What follows belongs to an exercise in optimizing a design on an open flow for small area and a short achievable clock period; a production flow would make more cautious choices.
Function was checked by simulation only, so behaviour that the tests miss may differ from the original.
No activity file was given, so power comes from the tool's default toggle rates.

run A:
## fc_layer
module fc_layer (
    input  logic        clk,
    input  logic        rstn,
    input  logic        r_valid,
    input  logic [31:0] in_data,
    output logic        t_valid,
    output logic [31:0] out_data
);
    logic [3:0] cnt;
    logic       w_first, w_second, w_weight, w_bias;
    assign w_first  = r_valid && (cnt == 4'd2 || cnt == 4'd4 || cnt == 4'd6 || cnt == 4'd8);
    assign w_second = r_valid && (cnt == 4'd3 || cnt == 4'd5 || cnt == 4'd7 || cnt == 4'd9);
    assign w_weight = w_first || w_second;
    assign w_bias   = r_valid && (cnt == 4'd10);
    logic       start0;   
    logic       fin0;     
    logic       sb0;      
    logic [1:0] nid0;     
    always_ff @(posedge clk or negedge rstn) begin
        if (!rstn) begin
            cnt <= '0;
            sb0 <= 1'b0;
        end else begin
            if (r_valid) cnt <= (cnt == 4'd10) ? 4'd0 : cnt + 4'd1;
            sb0 <= w_bias;
        end
    end
    always_ff @(posedge clk) begin
        start0 <= w_first;
        fin0   <= w_second && (cnt != 4'd9);
        nid0   <= cnt[2:1] - 2'd1;
    end
    logic [31:0] feat_a, feat_b, feat_p;
    always_ff @(posedge clk) begin
        if (r_valid && cnt == 4'd0) feat_a <= in_data;
        if (r_valid && cnt == 4'd1) feat_b <= in_data;
        feat_p <= (cnt == 4'd10) ? 32'h0100_0000 : cnt[0] ? feat_b : feat_a;
    end
  ...
export LEC_CHECK = 0
export CAP_MARGIN = 20
export CORE_MARGIN = 2
export CORE_UTILIZATION = 65
export CTS_CLUSTER_DIAMETER = 100
export CTS_CLUSTER_SIZE = 20
export GPL_ROUTABILITY_DRIVEN = 0
export SLEW_MARGIN = 20
create_clock -name core_clock -period 8.0 [get_ports {clk}]
standard.sh (not shown) runs the stock make flow with config.mk's settings and CLKGATE_MAP_FILE= SYNTH_SCRIPT=/design/flow/synth_recipe.tcl, a recipe that flattens the netlist after the stock synthesis.
==> flow/flow/run.sh <==
#!/bin/bash
# Standard layout, with strong buffers on the ports, sizing free to change a
# cell's footprint, and timing repair aiming 5.4 ns past the 8 ns clock. The
# make output goes to flow_make.log here; each ORFS step keeps its own log
# under orfs/logs.
set -euo pipefail
bash standard.sh \
    BUFFER_PORTS_ARGS="-buffer_cell sky130_fd_sc_hd__buf_4" \
    MATCH_CELL_FOOTPRINT=0 \
    SETUP_SLACK_MARGIN=5.4 \
    finish > flow_make.log 2>&1
Input changes introduced in run B (baseline for comparison: run A):
# run A
export LEC_CHECK = 0
export CAP_MARGIN = 20
export CORE_MARGIN = 2
export CORE_UTILIZATION = 65
export CTS_CLUSTER_DIAMETER = 100
export CTS_CLUSTER_SIZE = 20
export GPL_ROUTABILITY_DRIVEN = 0
export SLEW_MARGIN = 20
create_clock -name core_clock -period 8.0 [get_ports {clk}]
# run B
export LEC_CHECK = 0
export CAP_MARGIN = 20
export CORE_MARGIN = 2
export CORE_UTILIZATION = 80
export CTS_CLUSTER_DIAMETER = 100
export CTS_CLUSTER_SIZE = 20
export SLEW_MARGIN = 20
create_clock -name core_clock -period 8.0 [get_ports {clk}]
Results
Of the two values seen for leading cell type in the layout, fill and taps excluded, inv_1 was produced by run B and dfxtp_1 by run A.
Setup slack of the critical path after layout down 120 ps in run B wrt run A
Via count delta for run B relative to run A: 13% higher
Run A → run B: register fraction of the total cell area up 0.17 points, fraction of met3 tracks used by global routing up 3.4 points, overall power after layout up 850 uW, switching component of the power up about 15%.
Relative to run B, the following input files were edited for run C:
# run B
export LEC_CHECK = 0
export CAP_MARGIN = 20
export CORE_MARGIN = 2
export CORE_UTILIZATION = 80
export CTS_CLUSTER_DIAMETER = 100
export CTS_CLUSTER_SIZE = 20
export SLEW_MARGIN = 20
create_clock -name core_clock -period 8.0 [get_ports {clk}]
# run C
export LEC_CHECK = 0
export CAP_MARGIN = 20
export CORE_MARGIN = 2
export CORE_UTILIZATION = 65
export CTS_CLUSTER_DIAMETER = 100
export CTS_CLUSTER_SIZE = 20
export SLEW_MARGIN = 20
create_clock -name core_clock -period 8.0 [get_ports {clk}]
[summary]
In run C the fraction of layout cells with a size suffix above 1 turned out 0.25 points lower than in run B. The switching component of the power of run C was superior to that of run B. Setup slack in run C is larger than in run B. Taking run B as the reference point, the die area of run C rises by about 22%. Run C — number of placement rows about 10% higher, run B as reference. Run C vs run B on clock group share of total power: run C is the higher one.

==> what the ideal ports hide <==
The flow's constraints put no driver on any port. The routed layouts listed below were extracted and timed again, unchanged, in two steps.
Step 1 sets driving cells, clkbuf_16 on the clock port and buf_2 on the other inputs (assumed; they add their load-dependent delay and slew).
Step 2 adds t to the input delays and takes it off the output delays; t is the mean of the earliest and latest rising clock arrival at the registers after step 1. Input paths then give back, and output paths get back, about the clock's delay inside the block.
Slacks: ideal ports / drivers / drivers and shift; pairs: ideal ports / drivers.
run | t (ns) | slack for setup (ns) | worst setup path at the end | clock arrival spread, ns | worst register clock-pin slew, ns
run A | 0.583 | 5.382 / 5.338 / 4.822 | input to register | 0.023 / 0.023 | 0.09 / 0.09
run B | 0.599 | 5.266 / 5.266 / 4.875 | input to register | 0.018 / 0.018 | 0.09 / 0.09
run C | 0.600 | 5.401 / 5.348 / 4.889 | input to register | 0.031 / 0.030 | 0.10 / 0.10
After both steps every run listed still meets setup and hold. The setup slack of run A, which loses most, moves by -0.044 ns with the drivers and by -0.560 ns with both steps.
